This is an optimization exercise on Yosys and OpenROAD, whose aim is a short achievable clock period and few clock cycles, not a production implementation. Only simulation tests tie the RTL to the original design; equivalence was not proved. Power figures rest on the tool's default switching activity, not on a simulated workload.

--- config.mk ---
export PLATFORM = sky130hd
export DESIGN_NAME = cpuCore
export DESIGN_NICKNAME = cpuCore
export VERILOG_FILES = /design/flow/design.v
export SDC_FILE = /design/flow/constraint.sdc
export NUM_CORES = 4
export LEC_CHECK = 0
export CAP_MARGIN = 20
export CORE_MARGIN = 2
export CORE_UTILIZATION = 40
export PLACE_DENSITY = 0.45
export SLEW_MARGIN = 20
--- constraint.sdc ---
create_clock -name core_clock -period 10.0 [get_ports {clk}]
set_input_delay 2.0000 -clock core_clock [delete_from_list [all_inputs] [get_ports {clk}]]
set_output_delay 2.0000 -clock core_clock [all_outputs]
set_load 0.01 [all_outputs]
--- design.v ---
package cpuPkg;
	typedef logic [31:0] wordT;
	typedef logic [4:0]  regAddrT;
	localparam logic [5:0] opSpecial = 6'h00;
	localparam logic [5:0] opAddi    = 6'h08;
	localparam logic [5:0] opAndi    = 6'h0c;
	localparam logic [5:0] opOri     = 6'h0d;
	localparam logic [5:0] opLui     = 6'h0f;
	localparam logic [5:0] opLw      = 6'h23;
	localparam logic [5:0] opSw      = 6'h2b;
	localparam logic [5:0] opBeq     = 6'h04;
	localparam logic [5:0] opBne     = 6'h05;
	localparam logic [5:0] opJal     = 6'h03;
	localparam logic [5:0] fnAdd  = 6'h20;
	localparam logic [5:0] fnSub  = 6'h22;
	localparam logic [5:0] fnAnd  = 6'h24;
	localparam logic [5:0] fnOr   = 6'h25;
	localparam logic [5:0] fnSlt  = 6'h2a;
	localparam logic [5:0] fnSltu = 6'h2b;
	localparam regAddrT regRa = 5'd31;  
endpackage
`timescale 1ns/1ps
module regFile (
	input  logic            clk,
	input  logic            rstN,
	input  cpuPkg::regAddrT rsAddr,
	input  cpuPkg::regAddrT rtAddr,
	output cpuPkg::wordT    rsData,
	output cpuPkg::wordT    rtData,
	input  logic            we,      
	input  cpuPkg::regAddrT wAddr,
	input  cpuPkg::wordT    wData
);
	cpuPkg::wordT regs [32];
	logic [31:0]  rsSel, rtSel;
	cpuPkg::wordT rsOr [32];
	cpuPkg::wordT rtOr [32];
	assign regs[0] = '0;
	cpuPkg::wordT wordIn;
	assign wordIn = rstN ? wData : '0;
	for (genvar i = 1; i < 32; i++) begin : g_reg
		always_ff @(posedge clk) begin
			if (!rstN || (we && wAddr == 5'(i)))
				regs[i] <= wordIn;
		end
	end
	for (genvar i = 0; i < 32; i++) begin : g_sel
		assign rsSel[i] = rsAddr == 5'(i);
		assign rtSel[i] = rtAddr == 5'(i);
	end
	assign rsOr[0] = '0;
	assign rtOr[0] = '0;
	for (genvar i = 1; i < 32; i++) begin : g_or
		assign rsOr[i] = rsOr[i - 1] | ({32{rsSel[i]}} & regs[i]);
		assign rtOr[i] = rtOr[i - 1] | ({32{rtSel[i]}} & regs[i]);
	end
	assign rsData = rsOr[31];
	assign rtData = rtOr[31];
endmodule
`timescale 1ns/1ps
module addKS (
	input  cpuPkg::wordT a,
	input  cpuPkg::wordT b,
	input  logic         cin,
	output cpuPkg::wordT sum,
	output logic         cout
);
	logic [32:0] g [6];
	logic [32:0] p [6];
	assign g[0] = {a & b, cin};
	assign p[0] = {a ^ b, 1'b0};
	for (genvar l = 0; l < 5; l++) begin : g_lvl
		for (genvar i = 0; i < 33; i++) begin : g_bit
			if (i >= (1 << l)) begin : g_op
				assign g[l + 1][i] = g[l][i] | (p[l][i] & g[l][i - (1 << l)]);
				assign p[l + 1][i] = p[l][i] & p[l][i - (1 << l)];
			end else begin : g_pass
				assign g[l + 1][i] = g[l][i];
				assign p[l + 1][i] = p[l][i];
			end
		end
	end
	assign sum  = p[0][32:1] ^ g[5][31:0];
	assign cout = g[5][32] | (p[5][32] & cin);
endmodule
module alu (
	input  cpuPkg::wordT a,
	input  cpuPkg::wordT bx,
	input  logic         sub,
	input  logic         selSum,
	input  logic         selAnd,
	input  logic         selOr,
	input  logic         selSlt,
	input  logic         selSltu,
	input  logic         hold,       
	input  cpuPkg::wordT holdVal,
	output cpuPkg::wordT result,
	output cpuPkg::wordT rptResult,
	output cpuPkg::wordT sumOut      
);
	cpuPkg::wordT sum;
	logic         carry, lt, ltu;
	addKS add_i (.a(a), .b(bx), .cin(sub), .sum(sum), .cout(carry));  
	assign sumOut = sum;
	assign ltu = !carry;
	assign lt  = (a[31] == bx[31]) ? a[31] : sum[31];
	assign result = ({32{selSum}} & sum) | ({32{selAnd}} & (a & bx)) | ({32{selOr}} & (a | bx))
		| {31'd0, (selSlt && lt) || (selSltu && ltu)};
	assign rptResult = ({32{selSum && !hold}} & sum) | ({32{selAnd && !hold}} & (a & bx))
		| ({32{selOr && !hold}} & (a | bx)) | {31'd0, (selSlt && !hold && lt) || (selSltu && !hold && ltu)}
		| ({32{hold}} & holdVal);
endmodule
`timescale 1ns/1ps
module decoder (
	input  cpuPkg::wordT    instr,
	output logic            regWrite,
	output cpuPkg::regAddrT dest,      
	output logic            memRead,
	output logic            memWrite,
	output logic            isBeq,
	output logic            isBne,
	output logic            isJal,
	output logic            isConst,   
	output logic            useImm,    
	output logic            immZext,
	output logic            aluSub,    
	output logic            selSum,
	output logic            selAnd,
	output logic            selOr,
	output logic            selSlt,
	output logic            selSltu,
	output logic            rsAlu,     
	output logic            rtAlu      
);
	logic [5:0] op, funct;
	logic       isR, rAdd, rSub, rAnd, rOr, rSlt, rSltu, rAny;
	logic       isAddi, isAndi, isOri, isLui, isLw, isSw;
	assign op    = instr[31:26];
	assign funct = instr[5:0];
	assign isR    = op == cpuPkg::opSpecial;
	assign rAdd   = isR && funct == cpuPkg::fnAdd;
	assign rSub   = isR && funct == cpuPkg::fnSub;
	assign rAnd   = isR && funct == cpuPkg::fnAnd;
	assign rOr    = isR && funct == cpuPkg::fnOr;
	assign rSlt   = isR && funct == cpuPkg::fnSlt;
	assign rSltu  = isR && funct == cpuPkg::fnSltu;
	assign rAny   = rAdd || rSub || rAnd || rOr || rSlt || rSltu;
	assign isAddi = op == cpuPkg::opAddi;
	assign isAndi = op == cpuPkg::opAndi;
	assign isOri  = op == cpuPkg::opOri;
	assign isLui  = op == cpuPkg::opLui;
	assign isLw   = op == cpuPkg::opLw;
	assign isSw   = op == cpuPkg::opSw;
	assign isBeq  = op == cpuPkg::opBeq;
	assign isBne  = op == cpuPkg::opBne;
	assign isJal  = op == cpuPkg::opJal;
	assign regWrite = rAny || isAddi || isAndi || isOri || isLui || isLw || isJal;
	assign dest     = isR ? instr[15:11] : isJal ? cpuPkg::regRa : instr[20:16];
	assign memRead  = isLw;
	assign memWrite = isSw;
	assign isConst  = isLui || isJal;
	assign useImm   = isAddi || isAndi || isOri || isLw || isSw;
	assign immZext  = isAndi || isOri;
	assign aluSub   = rSub || rSlt || rSltu;
	assign selSum   = rAdd || rSub || isAddi || isLw || isSw || isLui || isJal;
	assign selAnd   = rAnd || isAndi;
	assign selOr    = rOr || isOri;
	assign selSlt   = rSlt;
	assign selSltu  = rSltu;
	assign rsAlu    = rAny || isAddi || isAndi || isOri || isLw || isSw;
	assign rtAlu    = rAny;
endmodule
`timescale 1ns/1ps
module hazardUnit (
	input  cpuPkg::regAddrT rsAddrD,
	input  cpuPkg::regAddrT rtAddrD,
	input  logic            rtUse,     
	input  logic            fwdE,      
	input  logic            loadE,
	input  cpuPkg::regAddrT destE,
	input  logic            fwdM,
	input  cpuPkg::regAddrT destM,
	input  logic            fwdW,
	input  cpuPkg::regAddrT destW,
	output logic            rsAluM,    
	output logic            rtLoad,    
	output logic            rtAluM,
	output logic            rsM,       
	output logic            rtM,
	output logic            rsW,       
	output logic            rtW,
	output logic            stall
);
	logic rsHitE, rtHitE;
	assign rsHitE = fwdE && destE == rsAddrD;
	assign rtHitE = fwdE && destE == rtAddrD;
	assign rsM    = fwdM && destM == rsAddrD;
	assign rtM    = fwdM && destM == rtAddrD;
	assign rsW    = fwdW && destW == rsAddrD;
	assign rtW    = fwdW && destW == rtAddrD;
	assign rsAluM = rsHitE && !loadE;
	assign rtLoad = rtHitE && loadE;
	assign rtAluM = rtHitE && !loadE;
	assign stall  = loadE && (rsHitE || (rtHitE && rtUse));
endmodule
`timescale 1ns/1ps
module cpuCore #(
	parameter cpuPkg::wordT resetPc = 32'h0000_3000
) (
	input  logic    clk,
	input  logic    rstN,
	output cpuPkg::wordT    instAddr,
	input  cpuPkg::wordT    instData,
	output cpuPkg::wordT    dataAddr,
	output cpuPkg::wordT    dataWdata,
	output logic    dataWe,
	input  cpuPkg::wordT    dataRdata,
	output logic    grfWe,
	output cpuPkg::regAddrT grfAddr,
	output cpuPkg::wordT    grfWdata,
	output cpuPkg::wordT    wbPc
);
	cpuPkg::wordT    pcF;
	cpuPkg::wordT    pcE, aValE, bValE, rsValE, rtValE, tgtBaseE, tgtOffE;
	logic            regWriteE, fwdE, memReadE, memWriteE, takenEqE, takenNeE;
	logic            subE, selSumE, selAndE, selOrE, selSltE, selSltuE;
	logic            aFwdE, aKeepE, bFwdPE, bFwdNE, bKeepPE, bKeepNE, rsAluME, rtLoadE, rtAluME;
	cpuPkg::regAddrT destE;
	cpuPkg::wordT    pcM, resultM, storeValM, addrM;
	logic            regWriteM, fwdM, memReadM, memWriteM, pendM;
	cpuPkg::regAddrT destM;
	cpuPkg::wordT    valueW, rptData, rptPc;
	logic            fwdW, rptWe;
	cpuPkg::regAddrT destW, rptAddr;
	logic            regWriteD, memReadD, memWriteD, isBeqD, isBneD, isJalD, isConstD;
	logic            useImmD, immZextD, subD, selSumD, selAndD, selOrD, selSltD, selSltuD;
	logic            rsAluD, rtAluD, rsAluMD, rtLoadD, rtAluMD, rsMD, rtMD, rsWD, rtWD, stallD;
	cpuPkg::regAddrT destD, rsAddrD, rtAddrD;
	cpuPkg::wordT    rsFileD, rtFileD, rsValD, rtValD, valueM, immD, constD, pcPlus4F;
	assign instAddr = pcF;
	assign rsAddrD  = instData[25:21];
	assign rtAddrD  = instData[20:16];
	decoder decoder_i (.instr(instData), .regWrite(regWriteD), .dest(destD),
		.memRead(memReadD), .memWrite(memWriteD), .isBeq(isBeqD), .isBne(isBneD),
		.isJal(isJalD), .isConst(isConstD), .useImm(useImmD), .immZext(immZextD),
		.aluSub(subD), .selSum(selSumD), .selAnd(selAndD), .selOr(selOrD), .selSlt(selSltD),
		.selSltu(selSltuD), .rsAlu(rsAluD), .rtAlu(rtAluD));
	regFile regFile_i (.clk(clk), .rstN(rstN), .rsAddr(rsAddrD), .rtAddr(rtAddrD),
		.rsData(rsFileD), .rtData(rtFileD), .we(fwdW), .wAddr(destW), .wData(valueW));
	hazardUnit hazardUnit_i (.rsAddrD(rsAddrD), .rtAddrD(rtAddrD),
		.rtUse(instData[31:29] == 3'b000), .fwdE(fwdE), .loadE(memReadE), .destE(destE),
		.fwdM(fwdM), .destM(destM), .fwdW(fwdW), .destW(destW), .rsAluM(rsAluMD),
		.rtLoad(rtLoadD), .rtAluM(rtAluMD), .rsM(rsMD), .rtM(rtMD), .rsW(rsWD), .rtW(rtWD),
		.stall(stallD));
	cpuPkg::wordT rsFly, rtFly;
	logic         rsFlyD, rtFlyD;
	assign valueM = memReadM ? dataRdata : resultM;
	assign rsFlyD = rsMD || rsWD;
	assign rtFlyD = rtMD || rtWD;
	assign rsFly  = rsMD ? valueM : valueW;
	assign rtFly  = rtMD ? valueM : valueW;
	assign rsValD = rsFileD & (rsFlyD ? rsFly : '1) | ~rsFileD & (rsFlyD ? rsFly : '0);
	assign rtValD = rtFileD & (rtFlyD ? rtFly : '1) | ~rtFileD & (rtFlyD ? rtFly : '0);
	assign pcPlus4F = pcF + 32'd4;  
	assign immD     = immZextD ? {16'h0000, instData[15:0]} : {{16{instData[15]}}, instData[15:0]};
	assign constD   = isJalD ? pcPlus4F + 32'd4 : {instData[15:0], 16'h0000};  
	cpuPkg::wordT bVal1D, bVal0D, bOtherD;
	logic         bOtherSelD;
	assign bOtherSelD = isConstD || useImmD;
	assign bOtherD    = bOtherSelD ? (isConstD ? constD : immD) : rtFly;
	assign bVal1D     = (bOtherSelD || rtFlyD) ? bOtherD : '1;
	assign bVal0D     = (bOtherSelD || rtFlyD) ? bOtherD : '0;
	always_ff @(posedge clk) begin
		if (!rstN || stallD) begin  
			regWriteE <= 1'b0;
			fwdE      <= 1'b0;
			memReadE  <= 1'b0;
			memWriteE <= 1'b0;
			takenEqE  <= 1'b0;
			takenNeE  <= 1'b0;
		end else begin
			regWriteE <= regWriteD;
			fwdE      <= regWriteD && destD != '0;
			memReadE  <= memReadD;
			memWriteE <= memWriteD;
			takenEqE  <= isJalD || isBeqD;  
			takenNeE  <= isJalD || isBneD;  
		end
	end
	always_ff @(posedge clk) begin
		if (!rstN) begin
			subE     <= 1'b0;
			selSumE  <= 1'b0;
			selAndE  <= 1'b0;
			selOrE   <= 1'b0;
			selSltE  <= 1'b0;
			selSltuE <= 1'b0;
			aFwdE    <= 1'b0;
			aKeepE   <= 1'b0;
			bFwdPE   <= 1'b0;
			bFwdNE   <= 1'b0;
			bKeepPE  <= 1'b0;
			bKeepNE  <= 1'b0;
			rsAluME  <= 1'b0;
			rtLoadE  <= 1'b0;
			rtAluME  <= 1'b0;
		end else begin
			subE     <= subD;
			selSumE  <= selSumD;
			selAndE  <= selAndD;
			selOrE   <= selOrD;
			selSltE  <= selSltD;
			selSltuE <= selSltuD;
			aFwdE    <= rsAluMD && rsAluD;
			aKeepE   <= !(rsAluMD && rsAluD) && !isConstD;  
			bFwdPE   <= rtAluMD && rtAluD && !subD;
			bFwdNE   <= rtAluMD && rtAluD && subD;
			bKeepPE  <= !(rtAluMD && rtAluD) && !subD;
			bKeepNE  <= !(rtAluMD && rtAluD) && subD;
			rsAluME  <= rsAluMD;
			rtLoadE  <= rtLoadD;
			rtAluME  <= rtAluMD;
		end
	end
	always_ff @(posedge clk) begin
		pcE      <= pcF;
		aValE    <= rsValD;
		bValE    <= bVal1D & rtFileD | bVal0D & ~rtFileD;
		rsValE   <= rsValD;
		rtValE   <= rtValD;
		tgtBaseE <= isJalD ? {pcPlus4F[31:28], instData[25:0], 2'b00} : pcPlus4F;
		tgtOffE  <= isJalD ? '0 : {{14{instData[15]}}, instData[15:0], 2'b00};
		destE    <= destD;
	end
	cpuPkg::wordT aluA, aluBx, aluRes, rptResE, sumE, rtCmpE, targetE;
	logic         equalE, takenE;
	assign aluA  = {32{aFwdE}} & resultM | {32{aKeepE}} & aValE;
	assign aluBx = {32{bFwdPE}} & resultM | {32{bFwdNE}} & ~resultM | {32{bKeepPE}} & bValE
		| {32{bKeepNE}} & ~bValE;
	alu alu_i (.a(aluA), .bx(aluBx), .sub(subE), .selSum(selSumE), .selAnd(selAndE),
		.selOr(selOrE), .selSlt(selSltE), .selSltu(selSltuE), .hold(pendM), .holdVal(valueM),
		.result(aluRes), .rptResult(rptResE), .sumOut(sumE));
	logic eqVV, eqMV, eqVM;
	assign eqVV   = rsValE == rtValE;
	assign eqMV   = resultM == rtValE;
	assign eqVM   = rsValE == resultM;
	assign equalE = rsAluME ? (rtAluME || eqMV) : (rtAluME ? eqVM : eqVV);
	assign takenE = equalE ? takenEqE : takenNeE;
	assign rtCmpE = rtAluME ? resultM : rtValE;
	addKS target_i (.a(tgtBaseE), .b(tgtOffE), .cin(1'b0), .sum(targetE), .cout());
	always_ff @(posedge clk) begin
		if (!rstN)
			pcF <= resetPc;
		else if (!stallD)
			pcF <= takenE ? targetE : pcPlus4F;
	end
	always_ff @(posedge clk) begin
		if (!rstN) begin
			regWriteM <= 1'b0;
			fwdM      <= 1'b0;
			memReadM  <= 1'b0;
			memWriteM <= 1'b0;
			pendM     <= 1'b0;
		end else begin
			regWriteM <= regWriteE;
			pendM     <= regWriteE && (memReadE || pendM);  
			fwdM      <= fwdE;
			memReadM  <= memReadE;
			memWriteM <= memWriteE;
		end
	end
	always_ff @(posedge clk) begin
		pcM       <= pcE;
		destM     <= destE;
		resultM   <= aluRes;
		addrM     <= sumE;  
		storeValM <= rtLoadE ? dataRdata : rtCmpE;
	end
	assign dataAddr  = addrM;  
	assign dataWdata = storeValM;
	assign dataWe    = memWriteM;
	always_ff @(posedge clk) begin
		if (!rstN) begin
			fwdW  <= 1'b0;
			rptWe <= 1'b0;
		end else begin
			fwdW  <= fwdM;
			rptWe <= pendM || (regWriteE && !memReadE);
		end
	end
	always_ff @(posedge clk) begin
		destW   <= destM;
		valueW  <= valueM;
		rptAddr <= pendM ? destM : destE;
		rptData <= rptResE;
		rptPc   <= pendM ? pcM : pcE;
	end
	assign grfWe    = rptWe;
	assign grfAddr  = rptAddr;
	assign grfWdata = rptData;
	assign wbPc     = rptPc;
endmodule
--- flow/run.sh ---
#!/bin/bash
set -euo pipefail
bash standard.sh SETUP_SLACK_MARGIN=6.55 \
	"BUFFER_PORTS_ARGS=-buffer_cell sky130_fd_sc_hd__buf_8" finish > standard.log 2>&1
--- standard.sh ---
#!/bin/bash
# synth_recipe.tcl (not shown) runs the flow's synth.tcl, then flattens the netlist and writes it again
# the make line also repeats each setting of config.mk as NAME=value (left out here)
make -C /OpenROAD-flow-scripts/flow DESIGN_CONFIG=/design/flow/config.mk WORK_HOME=/design/flow/orfs CLKGATE_MAP_FILE= SYNTH_SCRIPT=/design/flow/synth_recipe.tcl "${@:-finish}"
==> notes.md <==
## sequential cells by signal, summed over array words and instances, names as in the netlist, 5 cells and up
signal / flops
destE: 5
rptData: 32
pcM: 32
rsValE: 32
rptAddr: 5
rptPc: 32
addrM: 32
destW: 5
tgtBaseE: 32
regFile_i.regs: 992
pcF: 32
destM: 5
valueW: 32
rtValE: 32
tgtOffE: 16
storeValM: 32
pcE: 32
resultM: 32
bValE: 32
## repair_timing
action,CTS,global route
setup endpoints to repair,338,483
hold buffers,0,0
pin swaps,222,255
gates resized for setup,710,350
gates cloned,51,17
setup buffers,290,128
## logic make-up (layout without fill, tap and decap cells)
kind of cell | count (synthesis) | count (layout)
AOI/OAI and AO/OA | 1516 | 1516
DFF | 1471 | 1471
and+or+nand+nor | 1437 | 1451
buffers and inverters | 541 | 1284
muxes | 244 | 246
xor gates and xnor gates | 189 | 189
adders and majority gates | 98 | 98
other | 0 | 11
## synthesized netlist by cell type, drive strengths merged (35+ instances only)
| cell | instances |
|---|---|
| mux2i | 107 |
| nor2 | 215 |
| clkbuf | 354 |
| edfxtp | 992 |
| nor4 | 67 |
| nor2b | 35 |
| buf | 56 |
| a22oi | 763 |
| a222oi | 63 |
| nor3 | 88 |
| nand4 | 111 |
| inv | 131 |
| a21oi | 122 |
| a31oi | 41 |
| and3 | 134 |
| a2111oi | 41 |
| mux2 | 137 |
| xor2 | 94 |
| o21ai | 152 |
| and2 | 92 |
| a22o | 66 |
| dfxtp | 479 |
| xnor2 | 95 |
| nand2 | 368 |
| ha | 95 |
| nand3 | 222 |
## final cells by class
type,count,area share (%)
clock buffers,205,5.010
inverters,131,0.5556
well taps,2175,3.075
clock inverters,91,1.041
diodes,11,0.03110
repair buffers,857,13.49
multi-input cells,3500,32.19
flip-flops and latches,1471,44.61
## metal layers
metal	share of wire (%)	wire, microns	vias up
met3	14	51930	1886
li1	-	-	22760
met5	0.073	277	-
met1	35	132100	28890
met2	42	157900	5620
met4	9.6	36440	12
## cells in the final DEF (no fill, tap or decap), drive strengths merged, types with 19 or more instances in the layout
master	count
mux2	138
xor2	94
a22o	66
inv	139
nor2	215
clkinv	62
ha	95
a22oi	763
mux2i	108
dfxtp	479
buf	827
o211ai	32
a21o	30
edfxtp	992
and2	103
nand2	368
nor2b	35
xnor2	95
a21oi	122
nand4	111
nor3	88
a222oi	63
clkbuf	222
a2111oi	41
o21ai	152
a221o	19
nand3	223
nor4	67
a31oi	41
o21a	23
and3	136
## worst max-delay path: stages
cell and delay [ns]:
buf_16 0.11, buf_6 0.11, and3_4 0.20, and2_4 0.23
buf_12 0.17, a222oi_1 0.32, nand3_1 0.17, nor4_4 0.68
a211o_1 0.25, o21ai_2 0.06, mux2_4 0.28
## final timing paths
check / startpoint / to / slack, ns / cells after the start
worst max-delay path: instData[20] / bValE[15] / 6.11 / 11
worst min register to register: pcE[24] / pcM[24] / 0.34 / 0
worst max register to register: bValE[9] / rptData[31] / 6.30 / 16
worst min-delay path: pcE[24] / pcM[24] / 0.34 / 0
## power by group through the flow
stage          clock (mW)  combinational (mW)  sequential (mW)
3_3_place_gp            0                1.49             7.22
3_5_place_dp            0                1.49             7.20
5_1_grt              6.41                1.92             7.11
6_report             6.17                1.90             7.10
2_1_floorplan           0               0.681             7.08
4_1_cts              6.18                1.73             7.08
==> flow_summary.toml <==
[cts]
root_buffer = "clkbuf_16"
path_clk_slew_ns = 0.06
clk_latency_ns = 0.86
cts_buffers = 162
cts.htree.levels = 4
clock_sinks = 1471
tritoncts = "done"
cts_buffer_depth = 3

[route]
drcViolationCount = 0
vias = 59160
via_per_inst = 7.009
wl_per_cell_microns = 44.85
drt_first_pass_iters = 11
drt_iter0_drc = 12200
final_antenna_net_count = 0
routed_wl_microns = 378600

[floorplanning]
dieArea_sq_um = 166900
die_w_microns = 408.5
die_h_microns = 408.5
io_pins = 233
fp-row-count = 148
coreArea_sq_um = 162600
initial_core_util_pct = 40.26

[synth]
async_flop_share_pct = 0
synth_compound_area_share_pct = 17.11
synth_top_family_by_area = "compound AO/OA/AOI/OAI gates"
synth.area.top_cells = "edfxtp_1, dfxtp_1, a22oi_1"
synth_mux_area_share_pct = 4.016
syn_nets = 5660
postSynthAreaPerCell_sq_um = 11.91
synth_top_flop_cell = "edfxtp_1"
syn_area_sq_um = 65450
ys_seq_elements = 1471
synth_cell_types = 82
yosysSeqAreaShare_pct = 60.16
yosys.area_share.simple_pct = 11.10
syn_inst = 5496
synthAdderAreaFrac_pct = 1.908
yosys_warnings = 8
post-synth-top-area-cell = "edfxtp_1"
synth_top_area_share_pct = 45.51
synth_edf_count = 992
synthXorXnorAreaFrac_pct = 2.529

[place]
place_hpwl_microns = 203700
place_inst = 7648
gp_congestion = 0.9643
port_buffers = 232
dpl_cell_area_sq_um = 72530
place_ws_ns = 4.426

[timing]
timing.final.ws_setup_ns = 6.108
fin_tns_setup_ns = 0
slew_headroom_pct = 17.02
period_needed_ns = 3.892
fmax_mhz = 256.9
rsz0062_at_grt = "true"
tightest_slew_ns = 1.245
hold_slack_ns = 0.3448
slew_violations = 0
fin_skew_ns = 0.03786
setup_viol = 0
fin_crit_sh_pct = 38.92
hold_viol_final = 0

[critical_path]
end_kind = "flip-flop"
required_ns = 10.73
worst_ep_arrival_time_ns = 4.62
startpoint_type = "primary input"
cp_max_fo = 8
worst-setup-path-type = "in -> reg"

[global_route]
use_met2_pct = 62.93
met1_usage_pct = 52.10
grt_max_degree = 61
grt_use_total_pct = 43.09
first_global_vias = 54830
grt_pass1_wl_microns = 489100
met3_usage_pct = 16.16
grt_remaining_overflow = 0
antenna_found_initial = 19
grt.busiest_layer = "met2"

[min_path]
hold_class = "reg -> reg"

[pwr]
combPwrFrac_pct = 12.5
p_sw_mw = 4.054
p_seq_share_pct = 46.8
power.density_nw_per_um2 = 171.4
pwr-share-clk_pct = 40.6
switching_share_pct = 26.72
totalPowerFinal_mw = 15.17
leakage_nw = 33.90
p_int_mw = 11.12
vdd_drop_max_mv = 0.2002

[layout]
final_area_sq_um = 88500
fin_util_pct = 54.43
fill_cells = 13670
register_area_sq_um = 39480
syn_to_final_growth_pct = 35.22
final_cells = 8441
multi_input_area_sq_um = 28490
nets = 6287
drive_above_1_share_pct = 31.00

[run]
cap_violations = 0

[outcome]
outcome = "no timing/DRC/antenna violations"
Testbench counts, summed over its fixed seeds: cycles 12,831.

-- separate check: timing with driven ports --
Ports are ideal in the flow. The routed layout listed here was re-timed in OpenROAD. Step 1 assumes that a clkbuf_16 drives the clock port and a buf_2 every other input. Step 2 moves the port delays by t, midway between the first and last clock arrival at a register: inputs arrive t later, outputs are due t later. That takes back most of the time a late clock gives input paths. Slacks: ideal / step 1 / step 2; pairs: ideal / step 1.
t (ns): 0.930
setup slack, ns: 6.108 / 6.069 / 5.139
hold slack, ns: 0.345 / 0.345 / 0.345
worst setup path at the end: input to register
After both steps this run still meets setup and hold. The setup slack of this run moves by -0.039 ns with the drivers and by -0.969 ns with both steps.
